This design comes from an exercise in tuning for small area on the open sky130 flow, not from production work.
Only simulation tests tie the RTL to the original design; equivalence was not proved.
Power and IR drop assume default switching activity.

<file path="design/flow/config.mk">
export PLATFORM = sky130hd
export DESIGN_NAME = retire_trace_buffer
export DESIGN_NICKNAME = retire_trace_buffer
export VERILOG_FILES = /design/flow/design.v
export SDC_FILE = /design/flow/constraint.sdc
export NUM_CORES = 4
export LEC_CHECK = 0
export CAP_MARGIN = 20
export CORE_MARGIN = 2
export CORE_UTILIZATION = 60
export SLEW_MARGIN = 20
export SYNTH_HIERARCHICAL = 1
export SYNTH_MINIMUM_KEEP_SIZE = 0
</file>
<file path="design/flow/constraint.sdc">
create_clock -name core_clock -period 8.0 [get_ports {clk_i}]
set_input_delay 1.6000 -clock core_clock [delete_from_list [all_inputs] [get_ports {clk_i}]]
set_output_delay 1.6000 -clock core_clock [all_outputs]
set_load 0.01 [all_outputs]
</file>
<file path="design/flow/design.v">
package riscv_pkg;
  localparam int XLEN        = 32;
  localparam int TRACE_SEQ_W = 16;
  typedef struct packed {
    logic [XLEN-1:0] pc;
    logic [XLEN-1:0] instr;
    logic [4:0]      reg_addr;
    logic [XLEN-1:0] reg_data;
    logic [XLEN-1:0] mem_addr;
    logic [XLEN-1:0] mem_data;
    logic            mem_wrt;
    logic            mem_read;
  } retire_rec_t;
  typedef struct packed {
    retire_rec_t            rec;
    logic [TRACE_SEQ_W-1:0] seq;
  } trace_entry_t;
  localparam int ENTRY_W = 5 * XLEN + 5 + 2 + TRACE_SEQ_W;
endpackage
module trace_fifo_mem #(
  parameter int DEPTH = 16
) (
  input  logic               clk,
  input  logic [DEPTH-1:0]   wr_sel,      
  input  logic [DEPTH-1:0]   hold_sel,    
  input  logic [riscv_pkg::ENTRY_W-1:0] wr_data,
  input  logic [DEPTH-1:0]   rd_sel,      
  output logic [riscv_pkg::ENTRY_W-1:0] rd_data
);
  localparam int W = riscv_pkg::ENTRY_W;
  logic [W-1:0] mem [DEPTH];
  always_ff @(posedge clk) begin
    for (int i = 0; i < DEPTH; i++)
      mem[i] <= ({W{wr_sel[i]}} & wr_data) | ({W{hold_sel[i]}} & mem[i]);
  end
  localparam int NG = DEPTH / 3;
  localparam int NT = NG + DEPTH % 3;
  logic [W-1:0] term_n [NT];
  for (genvar g = 0; g < NG; g++) begin : g_grp
    trace_rd_aoi3 #(.W(W)) u_aoi (
      .s  (rd_sel[3*g +: 3]),
      .d0 (mem[3*g]),
      .d1 (mem[3*g+1]),
      .d2 (mem[3*g+2]),
      .y  (term_n[g])
    );
  end
  for (genvar i = 3 * NG; i < DEPTH; i++) begin : g_rest
    assign term_n[NG + i - 3 * NG] = ~({W{rd_sel[i]}} & mem[i]);
  end
  always_comb begin
    rd_data = '1;
    for (int t = 0; t < NT; t++) rd_data = rd_data & term_n[t];
    rd_data = ~rd_data;
  end
endmodule
module trace_rd_aoi3 #(
  parameter int W = 1
) (
  input  logic [2:0]   s,
  input  logic [W-1:0] d0,
  input  logic [W-1:0] d1,
  input  logic [W-1:0] d2,
  output logic [W-1:0] y
);
  assign y = ~(({W{s[0]}} & d0) | ({W{s[1]}} & d1) | ({W{s[2]}} & d2));
endmodule
module retire_trace_buffer #(
  parameter int DEPTH  = 16,
  parameter int DROP_W = 16
) (
  input  logic                     clk_i,
  input  logic                     rstn_i,
  input  logic                     clear_i,
  input  logic                     update_i,
  input  logic [riscv_pkg::XLEN-1:0]          pc_i,
  input  logic [riscv_pkg::XLEN-1:0]          instr_i,
  input  logic [4:0]               reg_addr_i,
  input  logic [riscv_pkg::XLEN-1:0]          reg_data_i,
  input  logic [riscv_pkg::XLEN-1:0]          mem_addr_i,
  input  logic [riscv_pkg::XLEN-1:0]          mem_data_i,
  input  logic                     mem_wrt_i,
  input  logic                     mem_read_i,
  output logic                     trace_valid_o,
  input  logic                     trace_ready_i,
  output logic [riscv_pkg::XLEN-1:0]          trace_pc_o,
  output logic [riscv_pkg::XLEN-1:0]          trace_instr_o,
  output logic [4:0]               trace_reg_addr_o,
  output logic [riscv_pkg::XLEN-1:0]          trace_reg_data_o,
  output logic [riscv_pkg::XLEN-1:0]          trace_mem_addr_o,
  output logic [riscv_pkg::XLEN-1:0]          trace_mem_data_o,
  output logic                     trace_mem_wrt_o,
  output logic                     trace_mem_read_o,
  output logic [riscv_pkg::TRACE_SEQ_W-1:0]   trace_seq_o,
  output logic [$clog2(DEPTH):0]   count_o,
  output logic                     overflow_o,
  output logic [DROP_W-1:0]        drop_cnt_o
);
  localparam int AW = $clog2(DEPTH);
  localparam int CW = AW + 1;
  localparam logic [CW-1:0] FULL_CNT = CW'(DEPTH);
  logic [AW-1:0]          wr_ptr;
  logic                   full_r;
  logic [DEPTH-1:0]       rd_oh;    
  logic [CW-1:0]          count;
  logic [riscv_pkg::TRACE_SEQ_W-1:0] seq;
  logic                   overflow;
  logic [DROP_W-1:0]      drop_cnt;
  logic                   full, pop, push, push_h, drop;
  logic [DEPTH-1:0]       wr_sel, hold_sel;
  logic [riscv_pkg::ENTRY_W-1:0]     wr_bits, head_bits;
  riscv_pkg::trace_entry_t           head;
  assign full = (count == FULL_CNT);
  assign pop  = (count != '0) && trace_ready_i;
  assign push = update_i && !clear_i && (!full || pop);
  assign drop = update_i && full && !pop && !clear_i;
  assign push_h = update_i && !clear_i && (!full_r || trace_ready_i);
  assign wr_bits = {pc_i, instr_i, reg_addr_i, reg_data_i, mem_addr_i, mem_data_i,
                    mem_wrt_i, mem_read_i, seq};
  always_comb begin
    for (int i = 0; i < DEPTH; i++) begin
      wr_sel[i]   = push && (wr_ptr == AW'(i));
      hold_sel[i] = !(push_h && (wr_ptr == AW'(i)));
    end
  end
  trace_fifo_mem #(.DEPTH(DEPTH)) u_mem (
    .clk      (clk_i),
    .wr_sel   (wr_sel),
    .hold_sel (hold_sel),
    .wr_data  (wr_bits),
    .rd_sel   (rd_oh),
    .rd_data  (head_bits)
  );
  always_ff @(posedge clk_i or negedge rstn_i) begin
    if (!rstn_i) begin
      wr_ptr   <= '0;
      full_r   <= 1'b0;
      rd_oh    <= DEPTH'(1);
      count    <= '0;
      seq      <= '0;
      overflow <= 1'b0;
      drop_cnt <= '0;
    end else if (clear_i) begin
      wr_ptr   <= '0;
      full_r   <= 1'b0;
      rd_oh    <= DEPTH'(1);
      count    <= '0;
      seq      <= '0;
      overflow <= 1'b0;
      drop_cnt <= '0;
    end else begin
      if (push) wr_ptr <= wr_ptr + 1'b1;
      if (pop)  rd_oh <= {rd_oh[DEPTH-2:0], rd_oh[DEPTH-1]};
      if (push && !pop) begin
        count  <= count + 1'b1;
        full_r <= (count == FULL_CNT - 1'b1);
      end else if (!push && pop) begin
        count  <= count - 1'b1;
        full_r <= 1'b0;
      end
      if (update_i) seq <= seq + 1'b1;
      if (drop) begin
        overflow <= 1'b1;
        if (drop_cnt != '1) drop_cnt <= drop_cnt + 1'b1;
      end
    end
  end
  assign head             = head_bits;
  assign trace_valid_o    = (count != '0);
  assign trace_pc_o       = head.rec.pc;
  assign trace_instr_o    = head.rec.instr;
  assign trace_reg_addr_o = head.rec.reg_addr;
  assign trace_reg_data_o = head.rec.reg_data;
  assign trace_mem_addr_o = head.rec.mem_addr;
  assign trace_mem_data_o = head.rec.mem_data;
  assign trace_mem_wrt_o  = head.rec.mem_wrt;
  assign trace_mem_read_o = head.rec.mem_read;
  assign trace_seq_o      = head.seq;
  assign count_o          = count;
  assign overflow_o       = overflow;
  assign drop_cnt_o       = drop_cnt;
endmodule
</file>
<file path="design/flow/flow/run.sh">
#!/bin/bash
# Standard ORFS layout (standard.sh, unchanged synthesis) with three placement/CTS choices:
#  - ports are buffered with buf_1 instead of the tool's default pick
#  - CTS clusters more sinks per leaf buffer and inserts no dummy loads
# All of make's output goes to flow_make.log in the work folder; ORFS keeps each step's
# own log under orfs/logs/.
set -euo pipefail
bash standard.sh \
  "BUFFER_PORTS_ARGS=-buffer_cell sky130_fd_sc_hd__buf_1" \
  "CTS_ARGS=-sink_clustering_enable -repair_clock_nets -dont_use_dummy_load -sink_clustering_size 25 -sink_clustering_max_diameter 90" \
  finish > flow_make.log 2>&1
</file>
<file path="design/flow/standard.sh">
#!/bin/bash
# synth_recipe.tcl (not shown) runs the flow's synth.tcl, then flattens the netlist and writes it again
# the make line also repeats each setting of config.mk as NAME=value (left out here)
make -C /OpenROAD-flow-scripts/flow DESIGN_CONFIG=/design/flow/config.mk WORK_HOME=/design/flow/orfs CLKGATE_MAP_FILE= SYNTH_SCRIPT=/design/flow/synth_recipe.tcl "${@:-finish}"
</file>
==> results of run 1 <==
-- layout make-up --
cell class	instances	share of cell area
Antenna cell	26	0.000594
Multi-Input combinational cell	4682	0.363
Timing Repair Buffer	501	0.0274
Inverter	10	0.000343
Sequential cell	2987	0.550
Tap cell	2370	0.0271
Clock buffer	139	0.0318
-- report_power, final --
part	total, mW	leakage (nW)	switching, mW	internal [mW]
sequential	17.4	24.6	0.962	16.4
combinational	4.16	14.3	2.26	1.91
clock	7.81	1.71	4.68	3.13
total	29.3	40.5	7.90	21.4
-- per-layer routing --
metal	wire [um]	global-route usage
met1	154000	0.560
met2	173000	0.610
met3	50000	0.0799
met4	18300	0.200
met5	141	0
-- per-stage QoR --
step | power [mW] | instance area, um^2 | worst slack (ns) | hold WS [ns] | std cells
2_1_floorplan | 20.3 | 109000 | 4.21 | 0.438 | 9023
3_3_place_gp | 21.6 | 106000 | 2.91 | 0.451 | 10546
3_5_place_dp | 21.7 | 106000 | 2.91 | 0.454 | 10549
4_1_cts | 29.2 | 109000 | 2.53 | 0.475 | 10688
5_1_grt | 30.2 | 109000 | 2.47 | 0.487 | 10712
6_report | 29.3 | 109000 | 2.40 | 0.472 | 10715
-- sequential cells by signal, summed over array words and instances, names as in the netlist --
signal     cells
count          5
drop_cnt      16
full_r         1
overflow       1
rd_oh         16
seq           16
u_mem.mem   2928
wr_ptr         4
-- placed cells by master, fill, tap and decap left out, drive strengths merged, types with 6 or more instances in the layout --
master | synthesis | layout
nand2b | 6 | 6
a22o | 2928 | 2928
a21oi | 33 | 33
nand3 | 20 | 20
nand4 | 195 | 195
mux2 | 7 | 7
o31ai | 8 | 8
o21ai | 7 | 7
clkbuf | 236 | 140
ha | 10 | 10
or3 | 6 | 6
a222oi | 915 | 915
dfxtp | 2928 | 2928
nor2 | 34 | 34
nor2b | 9 | 9
xor2 | 8 | 8
nand2 | 249 | 249
buf | 1108 | 500
nor3 | 9 | 9
or4 | 11 | 11
diode | 0 | 26
dfrtp | 58 | 58
and3 | 186 | 186
xnor2 | 7 | 7
inv | 10 | 10
-- cells by family after synthesis --
logic type               synth area share
AO/OA/AOI/OAI                       0.323
XOR/XNOR                          0.00121
adder cells (fa/ha/maj)           0.00133
buffers and inverters              0.0851
flip-flops                          0.552
multiplexers                      0.00109
AND/OR/NAND/NOR                    0.0358
-- how the worst max path moves through the flow --
| stage | slack (ns) | start | endpoint | cells past startpoint |
|---|---|---|---|---|
| global route | 2.47 | rd_oh[0] | trace_seq_o[9] | 5 |
| finish | 2.40 | rd_oh[0] | trace_seq_o[9] | 5 |
| global placement | 2.91 | clear_i | u_mem.mem[6][90] | 8 |
| detailed placement | 2.91 | clear_i | u_mem.mem[6][84] | 8 |
| floorplan | 4.21 | update_i | count[3] | 9 |
| CTS | 2.53 | rd_oh[0] | trace_seq_o[9] | 5 |
-- worst max-delay path, cell delays in order, from the launching register on --
cell and delay (ns):
dfstp_4 1.38, buf_4 0.79, a222oi_1 0.23, and3_1 0.21, nand4_1 0.33, buf_1 0.21
==> results.txt, run 1 <==
outcome timing/DRC/antenna clean; CTS clk-pin slew, worst paths 0.08 ns; dominant cells by area after synthesis dfxtp_1 (54%), a22o_1 (24%), a222oi_1 (8.4%); Yosys top cell by area dfxtp_1; # setup viols final 0; initial core utilization 0.603; IO Pins ~380; Critical Path End Type output port; crit path kind register to output port; Die Area between 0.15 and 0.2 mm^2; startpoint types register; r2r endpoint u_mem.mem[6][100]; syn avg cell area 12.1 um^2; Relative slew margins 0.191; ratio of final minimum period to clock period 0.701; vias in the first global route roughly 82000; core area 0.181 mm^2; Rows about 160; GRT Util Overall 0.406; post-layout util 0.606; DR WL/cell ~37 um; synth warn 12; R2R Path Start count[4]; max-cap viol count 0; Setup TNS 0 ns; hold buffer count at cts 0; post_cts resized 0; RSZ-0062 raised after global routing false; list of most frequent post-synthesis cells a22o_1 (2928), dfxtp_1 (2928), a222oi_1 (915); number of synthesized flops with an enable pin 0; worst-margin pin slew 1.21 ns; clock latency (worst-skew pair) 0.85 ns; Yosys reg bits approximately 3000; Seq/Total Area, Yosys 0.552; Final Max Slew Viols 0; synthesized net count between 9000 and 10000; port buffer count between 300 and 400; Reg area 0.0602 mm^2; DR iter-0 viols between 15000 and 20000; vias post-DR around 86000; Post-synth top flop dfxtp_1; largest net degree at the start of global routing around 160; share of cells above drive strength 1 0.0388; Die X approximately 430 um; Max Root-Sink Buffers 3; TritonCTS clock tree yes; Post-synth ARST share 0.0198; top cell type's share of synthesized area 0.538; Peak VDD IR 0.208 mV; # DRC 0; Worst EP arrival 4.00 ns; global route overflow 0; clock sinks between 2000 and 3000; WL final about 400 mm; worst reg2reg path depth 6; Hold EP u_mem.mem[0][34]; Tmin final 5.60 ns; PD cells 268 mW/mm^2; Post-CTS Setup Repair Bufs 0; CP Data Required Time between 6 and 7 ns; Synth-to-Final Area Change 0.544%; Netlist cell types 51; WHS Path Cells 1; Critical Path Fanout Max 55; drt first pass iters 9; first-pass GRT wire length 571 mm; post-synthesis cell count roughly 9000; # fillers between 10000 and 15000; Root Driver clkbuf_16; Hold Path Origin u_mem.mem[0][34]; Setup Skew around 0.062 ns; Die Y roughly 430 um; CTS Buf Count between 100 and 150; initial antenna violation count 43; Reg2Reg Setup Slack 4.28 ns; worst hold path type register to register; global placement routability congestion about 0.8; Pleak 40.5 nW; via/cell ratio approximately 8.0; post-synthesis cell area about 0.11 mm^2; Fin. Hold Viols 0; footprint of the multi-input gates a little under 0.04 mm^2; fmax 178 MHz; H-tree lvl count 4; HPWL after detailed placement around 180 mm; Nets about 8500; post-route ant nets 0
==> inputs of run 2 (changes only) <==
==> design/flow/flow/run.sh (replaced) <==
#!/bin/bash
# Standard ORFS layout (standard.sh, unchanged synthesis) with two placement/CTS choices:
#  - ports are buffered with buf_1 instead of the tool's default pick
#  - CTS clusters more sinks per leaf buffer and inserts no dummy loads
# All of make's output goes to flow_make.log in the work folder; ORFS keeps each step's
# own log under orfs/logs/.
set -euo pipefail
bash standard.sh \
  "BUFFER_PORTS_ARGS=-buffer_cell sky130_fd_sc_hd__buf_1" \
  "CTS_ARGS=-sink_clustering_enable -repair_clock_nets -dont_use_dummy_load -buf_list sky130_fd_sc_hd__clkbuf_8 -sink_clustering_size 16 -sink_clustering_max_diameter 60" \
  finish > flow_make.log 2>&1
==> results.txt, run 2 <==
Fin. Hold Viols 0; Pleak between 40 and 50 nW; first-pass GRT wire length 573 mm; Rows 156; PD cells between 200 and 300 mW/mm^2; # DRC 0; register with the most flip-flops u_mem.mem; Critical Path End Type output port; Netlist cell types slightly above 50; share of power burned in registers 0.607; Die X ~430 um; post-route ant nets 0; clock latency (worst-skew pair) around 1.1 ns; post-synthesis cell count between 9000 and 10000; CP Data Required Time approximately 6.4 ns; cell area after layout roughly 0.11 mm^2; Post-synth top flop dfxtp_1; Post-CTS Setup Repair Bufs 0; outcome timing/DRC/antenna clean; total internal power ~21 mW; Setup Skew slightly above 0.07 ns; port buffer count ~380; Max Root-Sink Buffers 3; worst-margin pin slew ~1.2 ns; ratio of final minimum period to clock period 0.719; list of most frequent post-synthesis cells a22o_1 (2928), dfxtp_1 (2928), a222oi_1 (915); Worst EP arrival between 4 and 5 ns; Post-Place Cells roughly 11000; Comb power frac 0.146; hold buffer count at cts 0; Area after DPL approximately 0.11 mm^2; RSZ-0062 raised after global routing false; GRT Util Overall 0.407; drt first pass iters 13; post-synthesis cell area around 0.11 mm^2; max reg flops 2928; worst hold slack ~0.48 ns; Nets between 8000 and 9000; CTS clk-pin slew, worst paths approximately 0.080 ns; Post-synth ARST share 0.0198; synth warn 12; vias post-DR about 86000; H-tree lvl count 4; Peak VDD IR 0.185 mV; syn avg cell area approximately 12 um^2; DR iter-0 viols between 15000 and 20000; global placement routability congestion about 0.8; # setup viols final 0; initial antenna violation count 47; dominant cells by area after synthesis dfxtp_1 (54%), a22o_1 (24%), a222oi_1 (8.4%); number of synthesized flops with an enable pin 0; initial core utilization 0.603; TritonCTS clock tree yes; worst hold path type register to register; Relative slew margins 0.190; largest net degree at the start of global routing between 150 and 200; switching power total just under 8 mW; Final Max Slew Viols 0; Die Area around 0.18 mm^2; CTS Buf Count between 200 and 250; IO Pins around 380; top cell type's share of synthesized area 0.538; Yosys reg bits between 2000 and 3000; global route overflow 0; WL final 396 mm; Setup TNS 0 ns; switching share of power 0.278; post_cts resized 0; Tmin final 5.75 ns; share of cells above drive strength 1 0.0472; commonest cells after routing, fill and taps aside a22o_1 (2928), dfxtp_1 (2928), a222oi_1 (915); max-cap viol count 0; Die Y roughly 430 um; HPWL after detailed placement 179 mm; Yosys top cell by area dfxtp_1; fmax 174 MHz; Synth-to-Final Area Change 0.0495%; Root Driver clkbuf_8; Post-Layout Cell Count around 11000; Seq/Total Area, Yosys 0.552; synthesized net count approximately 9200; DR WL/cell about 37 um; vias in the first global route slightly above 80000; Clk network pwr share 0.248; Critical Path Fanout Max between 50 and 60; core area approximately 0.18 mm^2; crit path kind register to output port; via/cell ratio between 7 and 8; startpoint types register; clock sinks between 2000 and 3000
[run 2: metal layers]
metal / vias to the layer above / GRT usage / share of wire
met5: - / 0 / 0.00028
li1: 34916 / - / -
met4: 16 / 0.203 / 0.046
met1: 43200 / 0.560 / 0.39
met2: 6967 / 0.609 / 0.44
met3: 1070 / 0.0850 / 0.13
[run 2: power groups by stage]
stage | registers [mW] | clock network (mW) | logic (mW)
3_3_place_gp | 17.6 | 0 | 4.00
3_5_place_dp | 17.6 | 0 | 4.08
2_1_floorplan | 17.3 | 0 | 2.95
4_1_cts | 17.3 | 7.12 | 4.10
5_1_grt | 17.5 | 7.62 | 4.40
6_report | 17.4 | 7.09 | 4.17
[run 2: area by class of cell]
type,count,area (um^2)
antenna,35,87.6
clock buffer,212,2920
fill,14442,71600
inverter,10,37.5
multi-input combinational,4682,39700
sequential,2987,60200
tap,2370,2970
timing repair buffer,501,3000
[run 2: worst paths after layout]
kind | startpoint | to | slack [ns] | depth (start not counted)
worst max register to register | count[4] | u_mem.mem[6][73] | 4.31 | 6
worst min-delay path | u_mem.mem[12][137] | u_mem.mem[12][137] | 0.48 | 1
worst max-delay path | rd_oh[0] | trace_seq_o[9] | 2.25 | 5
min in group asynchronous | rstn_i | drop_cnt[0] | 0.71 | 2
worst min register to register | u_mem.mem[12][137] | u_mem.mem[12][137] | 0.48 | 1
max in group asynchronous | rstn_i | rd_oh[6] | 6.60 | 2
[run 2: critical path, cell delays in order, from the launching register on]
cell	delay, ns
dfstp_4	1.37
buf_4	0.79
a222oi_1	0.23
and3_1	0.21
nand4_1	0.32
buf_1	0.21
[run 2: logic make-up after synthesis]
group	after synthesis	share of synthesized area
AOI/OAI and AO/OA	3908	0.323
adders and majority gates	11	0.00133
buffers and inverters	1354	0.0851
and+or+nand+nor	737	0.0358
DFF	2987	0.552
xor gates and xnor gates	15	0.00121
muxes	11	0.00109
[run 2: through the flow]
| stage | setup slack [ns] | utilization | power [mW] |
|---|---|---|---|
| 3_3_place_gp | 2.91 | 0.586 | 21.6 |
| 3_5_place_dp | 2.91 | 0.586 | 21.7 |
| 2_1_floorplan | 4.21 | - | 20.3 |
| 6_report | 2.25 | 0.603 | 28.6 |
| 5_1_grt | 2.27 | 0.603 | 29.5 |
| 4_1_cts | 2.32 | 0.603 | 28.5 |
==> inputs of run 3 (changes only) <==
--- a/design/flow/config.mk
+++ b/design/flow/config.mk
@@ -7,7 +7,8 @@
 export LEC_CHECK = 0
 export CAP_MARGIN = 20
 export CORE_MARGIN = 2
-export CORE_UTILIZATION = 60
+export CORE_UTILIZATION = 70
+export PLACE_DENSITY = 0.76
 export SLEW_MARGIN = 20
 export SYNTH_HIERARCHICAL = 1
 export SYNTH_MINIMUM_KEEP_SIZE = 0
==> results.txt, run 3 <==
outcome failed layout checks; Failing Checks max-slew violations; Die X 398 um; first-pass GRT wire length between 500 and 600 mm; post-synthesis cell count ~9000; Die Y ~400 um; list of most frequent post-synthesis cells a22o_1 (2928), dfxtp_1 (2928), a222oi_1 (915); commonest cells after routing, fill and taps aside a22o_1 (2928), dfxtp_1 (2928), a222oi_1 (915); startpoint types register; worst-margin pin slew 1.50 ns; initial core utilization 0.706; post-synthesis cell area between 0.1 and 0.15 mm^2; # DRC 0; vias post-DR 87686; Post-Route M1 WL around 140 mm; top layer used by detailed routing met5; Peak VDD IR between 0.2 and 0.25 mV; Setup TNS 0 ns; GRT Util Overall 0.457; post-route ant nets 0; multiplexer area fraction after synthesis 0.00109; clock sinks between 2000 and 3000; PD cells between 200 and 300 mW/mm^2; # setup viols final 0; Die Area 0.159 mm^2; dominant cells by area after synthesis dfxtp_1 (54%), a22o_1 (24%), a222oi_1 (8.4%); vias in the first global route roughly 84000; # fillers about 11000; max-cap viol count 0; Fin. Hold Viols 0; Relative slew margins -0.00296; Critical Path End Type output port; pre-CTS setup slack about 2.9 ns; ratio of final minimum period to clock period 0.725; Netlist cell types 51; Worst EP arrival approximately 4.2 ns; global route overflow 0; WL met2 between 150 and 200 mm; Yosys top cell by area dfxtp_1; crit path kind register to output port; DR WL met3 between 50 and 60 mm; Seq/Total Area, Yosys 0.552; Post-CTS Setup Repair Bufs 0; Critical Path Fanout Max roughly 130; HPWL after detailed placement 173 mm; Tmin final slightly below 6 ns; H-tree lvl count 4; share of cells above drive strength 1 0.0459; setup ws final 2.20 ns; RSZ-0062 raised after global routing false; Final Max Slew Viols 12; top cell type's share of synthesized area 0.538; global placement routability congestion approximately 0.82; syn avg cell area between 10 and 15 um^2; CP Data Required Time ~6.4 ns; Pleak 40.3 nW; post_cts resized 0; Yosys reg bits ~3000; Setup Skew 0.0894 ns; WL final about 380 mm; largest family of logic cells by synthesized area compound AO/OA/AOI/OAI gates; synthesized net count between 9000 and 10000; core area 0.154 mm^2; IO Pins 378; DR iter-0 viols between 15000 and 20000; TritonCTS clock tree yes; hold buffer count at cts 0; Synth-to-Final Area Change -0.418%; register with the most flip-flops u_mem.mem; XOR/XNOR Fraction of Synth Area 0.00121; Root Driver clkbuf_8; post-synthesis compound-gate area fraction 0.323; Post-synth top flop dfxtp_1; port buffer count between 300 and 400; initial antenna violation count between 50 and 60; Post-synth ARST share 0.0198; drt first pass iters 17; CTS clk-pin slew, worst paths ~0.10 ns; Pwr Total 28.5 mW; DR WL/cell approximately 36 um; via/cell ratio between 8 and 9; Post-Synth Simple-Gate Area 0.0358; largest net degree at the start of global routing about 160; worst hold path type register to register; Rows between 100 and 150; Max Root-Sink Buffers 3; synth warn 12; Nets 8566; clock latency (worst-skew pair) 1.00 ns; number of synthesized flops with an enable pin 0; fmax around 170 MHz; CTS Buf Count 207; post-synthesis adder-cell area fraction 0.00133; max reg flops approximately 2900
run 3: final cells by class:
class                   instances  area, um^2  share of cell area
well taps                    2044        2560              0.0236
flip-flops and latches       2987       60200               0.555
repair buffers                495        2940              0.0271
clock buffers                 207        2850              0.0263
diodes                         40         100            0.000923
inverters                      10        37.5            0.000346
multi-input cells            4682       39800               0.367
run 3: cells by family after synthesis:
logic type	after synthesis
AOI/OAI and AO/OA	3908
xor gates and xnor gates	15
adders and majority gates	11
buffers and inverters	1354
DFF	2987
muxes	11
and+or+nand+nor	737
run 3: stage by stage:
stage          cell area, um^2  hold slack, ns  cells  utilization
6_report                108000           0.473  10465        0.703
5_1_grt                 108000           0.486  10461        0.703
4_1_cts                 108000           0.478  10422        0.702
3_5_place_dp            105000           0.454  10215        0.683
3_3_place_gp            105000           0.451  10214        0.683
2_1_floorplan           109000           0.438   9023            -
run 3: power breakdown:
| group | internal (mW) | leakage (nW) | switching [mW] | total, mW |
|---|---|---|---|---|
| clock | 2.31 | 1.49 | 4.62 | 6.93 |
| combinational | 1.91 | 14.2 | 2.32 | 4.22 |
| sequential | 16.4 | 24.6 | 0.958 | 17.3 |
| total | 20.6 | 40.3 | 7.89 | 28.5 |
run 3: final timing paths:
path,from,endpoint,slack (ns),depth (start not counted)
min in group asynchronous,rstn_i,drop_cnt[8],0.79,2
worst max-delay path,rd_oh[10],trace_reg_addr_o[3],2.20,5
worst min register to register,u_mem.mem[0][123],u_mem.mem[0][123],0.47,1
worst max register to register,count[4],u_mem.mem[14][126],4.25,6
max in group asynchronous,rstn_i,rd_oh[3],6.57,2
worst min-delay path,u_mem.mem[0][123],u_mem.mem[0][123],0.47,1
run 3: metal layers:
| layer | up-vias | GRT usage |
|---|---|---|
| li1 | 34906 | - |
| met3 | 1489 | 0.126 |
| met1 | 43023 | 0.606 |
| met5 | - | 0.00182 |
| met4 | 33 | 0.259 |
| met2 | 8235 | 0.673 |
run 3: worst max-delay path, stage by stage (launching register included):
cell and delay, ns:
dfrtp_4 1.15, buf_12 0.77, a222oi_1 0.24, and3_1 0.34, nand4_1 0.31, buf_1 0.20

what the ideal ports hide:
How much do the figures lean on ideal ports? The routed layouts below were timed once more, with nothing changed but the port constraints. Step 1 sets driving cells, clkbuf_16 on the clock port and buf_2 on the other inputs (assumed; they add their load-dependent delay and slew). Step 2 adds t to the input delays and takes it off the output delays; t is the mean of the earliest and latest rising clock arrival at the registers after step 1. Input paths then give back, and output paths get back, about the clock's delay inside the block. Slacks: ideal / step 1 / step 2; pairs: ideal / step 1.
run | t (ns) | slack for setup (ns) | hold slack, ns | worst setup path at the end | cell pins on the clock port's net
run 1 | 0.914 | 2.396 / 2.297 / 2.734 | 0.472 / 0.472 / 0.472 | input to register | 1
run 2 | 1.110 | 2.251 / 2.150 / 2.779 | 0.475 / 0.475 / 0.475 | input to register | 1
run 3 | 1.033 | 2.202 / 2.112 / 2.691 | 0.473 / 0.473 / 0.473 | input to register | 1
